This design comes from an exercise in tuning for small area, a short achievable clock period and few clock cycles per item on the open sky130 flow, not from production work.
Where RTL was checked, it was by simulation tests only, not by an equivalence proof against the original.

==> inputs of job 9877 <==
// subbytes_stream
module subbytes_stream
#(
   parameter int LANES      = 16,
   parameter int CNT_W      = 32
) (
   input  logic                    clk,
   input  logic                    rst,
   input  logic                    in_valid,
   output logic                    in_ready,
   input  logic [aes_pkg::BYTE_W*LANES-1:0] in_data,
   input  logic                    in_inv,
   input  logic                    in_last,
   output logic                    out_valid,
   input  logic                    out_ready,
   output logic [aes_pkg::BYTE_W*LANES-1:0] out_data,
   output logic                    out_last,
   output logic [CNT_W-1:0]        beat_count
);
==> flow/config.mk <==
export PLATFORM = sky130hd
export DESIGN_NAME = subbytes_stream
export DESIGN_NICKNAME = subbytes_stream
export VERILOG_FILES = /design/flow/design.v
export SDC_FILE = /design/flow/constraint.sdc
export NUM_CORES = 8
export LEC_CHECK = 0
export CAP_MARGIN = 20
export CORE_MARGIN = 2
export CORE_UTILIZATION = 45
export CTS_BUF_LIST = sky130_fd_sc_hd__clkbuf_8 sky130_fd_sc_hd__clkbuf_16
export CTS_CLUSTER_DIAMETER = 120
export CTS_CLUSTER_SIZE = 24
export PLACE_DENSITY = 0.6
export SETUP_SLACK_MARGIN = 2.3
export SLEW_MARGIN = 20
export SYNTH_HIERARCHICAL = 1
export SYNTH_MINIMUM_KEEP_SIZE = 0
==> flow/constraint.sdc <==
create_clock -name core_clock -period 5.5 [get_ports {clk}]
set_input_delay 1.1000 -clock core_clock [delete_from_list [all_inputs] [get_ports {clk}]]
set_output_delay 1.1000 -clock core_clock [all_outputs]
set_load 0.01 [all_outputs]
standard.sh (not shown) runs the stock make flow with config.mk's settings and CLKGATE_MAP_FILE= SYNTH_SCRIPT=/design/flow/synth_recipe.tcl, a recipe that flattens the netlist after the stock synthesis.
==> flow/flow/run.sh <==
#!/bin/bash
# The standard layout (standard.sh), except that the port buffers that
# buffer_ports inserts are sky130_fd_sc_hd__buf_2 cells instead of its default pick.
set -euo pipefail
export BUFFER_PORTS_ARGS="-buffer_cell sky130_fd_sc_hd__buf_2"
bash standard.sh > standard_make.log 2>&1
==> inputs of job 4400, as changes to job 9877 <==
--- a/flow/config.mk
+++ b/flow/config.mk
@@ -9,7 +9,7 @@
 export CORE_MARGIN = 2
-export CORE_UTILIZATION = 45
-export CTS_BUF_LIST = sky130_fd_sc_hd__clkbuf_8 sky130_fd_sc_hd__clkbuf_16
-export CTS_CLUSTER_DIAMETER = 120
-export CTS_CLUSTER_SIZE = 24
-export PLACE_DENSITY = 0.6
+export CORE_UTILIZATION = 55
+export CTS_BUF_LIST = sky130_fd_sc_hd__clkbuf_4 sky130_fd_sc_hd__clkbuf_8
+export CTS_CLUSTER_DIAMETER = 80
+export CTS_CLUSTER_SIZE = 20
+export PLACE_DENSITY = 0.7
 export SETUP_SLACK_MARGIN = 2.3
==> qor summary <==
Multi-input gates: job 9877 2892; job 4400 2893
Required time worst endpoint: job 9877 5800 ps; job 4400 4400 ps
Row count: job 9877 100; job 4400 91
Number of global-route vias before repair: job 9877 21820; job 4400 23410
Starting density of the core: job 9877 45.57%; job 4400 55.37%
Met3 track demand over resource: job 9877 2.318%; job 4400 2.111%
Number of inserted filler cells in the final layout: job 9877 6864; job 4400 5015
DRT Wirelength: job 9877 66.47 mm; job 4400 69.23 mm
M1 wire length: job 9877 31.30 mm; job 4400 30.19 mm
Result of the run: job 9877 no timing/DRC/antenna violations; job 4400 no timing/DRC/antenna violations
Area of the die: job 9877 77730 um^2; job 4400 63790 um^2
Worst-path fanout max: job 9877 30; job 4400 17
Slowest stage delay, CP: job 9877 410 ps; job 4400 450 ps
Testbench counts of job 9877, summed over its fixed seeds: cycles 4,112, items 4,096.
Testbench counts of job 4400, summed over its fixed seeds: cycles 4,112, items 4,096.

========
==> 09-16 <==
subbytes_stream, a different RTL version from the one above (not shown whole).
## subbytes_stream
module subbytes_stream
#(
   parameter int LANES      = 16,
   parameter int CNT_W      = 32
) (
   input  logic                    clk,
   input  logic                    rst,
   input  logic                    in_valid,
   output logic                    in_ready,
   input  logic [aes_pkg::BYTE_W*LANES-1:0] in_data,
   input  logic                    in_inv,
   input  logic                    in_last,
   output logic                    out_valid,
   input  logic                    out_ready,
   output logic [aes_pkg::BYTE_W*LANES-1:0] out_data,
   output logic                    out_last,
   output logic [CNT_W-1:0]        beat_count
);
export LEC_CHECK = 0
export CAP_MARGIN = 20
export CORE_MARGIN = 2
export CORE_UTILIZATION = 45
export PLACE_DENSITY = 0.6
export SETUP_SLACK_MARGIN = 1.5
export SLEW_MARGIN = 20
export SYNTH_HIERARCHICAL = 1
export SYNTH_MINIMUM_KEEP_SIZE = 0
create_clock -name core_clock -period 5.5 [get_ports {clk}]
run.sh (not shown) runs the stock make flow with config.mk's settings and CLKGATE_MAP_FILE= SYNTH_SCRIPT=/design/flow/synth_recipe.tcl, a recipe that flattens the netlist after the stock synthesis.
Stock flow here: none of the scripts above is used.
==> inputs of 12-15, as changes to 09-16 <==
--- a/flow/config.mk
+++ b/flow/config.mk
@@ -9,7 +9,6 @@
 export CORE_MARGIN = 2
 export CORE_UTILIZATION = 45
 export PLACE_DENSITY = 0.6
-export SETUP_SLACK_MARGIN = 1.5
 export SLEW_MARGIN = 20
 export SYNTH_HIERARCHICAL = 1
 export SYNTH_MINIMUM_KEEP_SIZE = 0
==> results.cfg <==
[worst_setup_path]
critPathLaunchType = input pin
cp-startpoint = in_data[83]
reg2reg_slack_ps = 1710
cpLargestDelayFamily = XOR/XNOR gates
critPathMaxFanout = 4

[finish]
clockBufferCount = 47
antenna_cells_inserted = 3

[grt]
grt_pass1_vias = 23306

[status]
status = finished clean

[cts]
cts_setup_buffers = 3

[drt]
wl_met3_microns = 2370
drt_wl_total_microns = 69700
top_layer_used = met5

[sta]
fin_hold_ws_ps = 416
relSlewSlack = 0.360
skew_ps = 23.1

[placement]
gp_congestion = 0.828
-- figures above: 09-16

==> results.cfg <==
[status]
status = finished clean

[worst_setup_path]
critPathMaxFanout = 24
cpLargestDelayFamily = buffers and inverters
reg2reg_slack_ps = 1540
critPathLaunchType = flip-flop

[finish]
antenna_cells_inserted = 0
clockBufferCount = 57

[drt]
top_layer_used = met4

[sta]
relSlewSlack = 0.306
skew_ps = 19.9
fin_hold_ws_ps = 431

[placement]
gp_congestion = 0.834

[cts]
cts_setup_buffers = 0
-- figures above: 12-15

No run of this note included a check of the RTL's function; only the layout flow was run.

==> static timing again, ports no longer ideal <==
The results above use ideal ports. As a check the final layouts listed here were re-extracted and re-timed, cells and wires unchanged.
Step 1: set_driving_cell puts a clkbuf_16 on clk and a buf_2 on each other input, an assumption about the parent block.
Step 2, shift: input delay + t, output delay - t, t = (earliest + latest rising clock arrival at the registers) / 2. This alone moves slack from input paths to output paths.
Three values: no drivers, after step 1, after step 2; two values: the first two.
run | t, ns | slack for setup (ns) | worst setup path after step 2 | clock arrival spread, ns | worst register clock-pin slew, ns
job 9877 | 0.598 | 2.377 / 2.148 / 1.550 | input to register | 0.021 / 0.020 | 0.11 / 0.11
job 4400 | 0.681 | 2.367 / 2.309 / 1.633 | input to register | 0.031 / 0.031 | 0.12 / 0.12
09-16 | 0.641 | 1.675 / 1.708 / 1.066 | input to register | 0.023 / 0.023 | 0.06 / 0.06
12-15 | 0.645 | 1.293 / 1.229 / 1.102 | input to register | 0.026 / 0.026 | 0.06 / 0.06
After both steps setup and hold are still met in every run listed. For job 9877, which loses most, drivers alone change the setup slack by -0.229 ns; drivers and shift together by -0.827 ns.
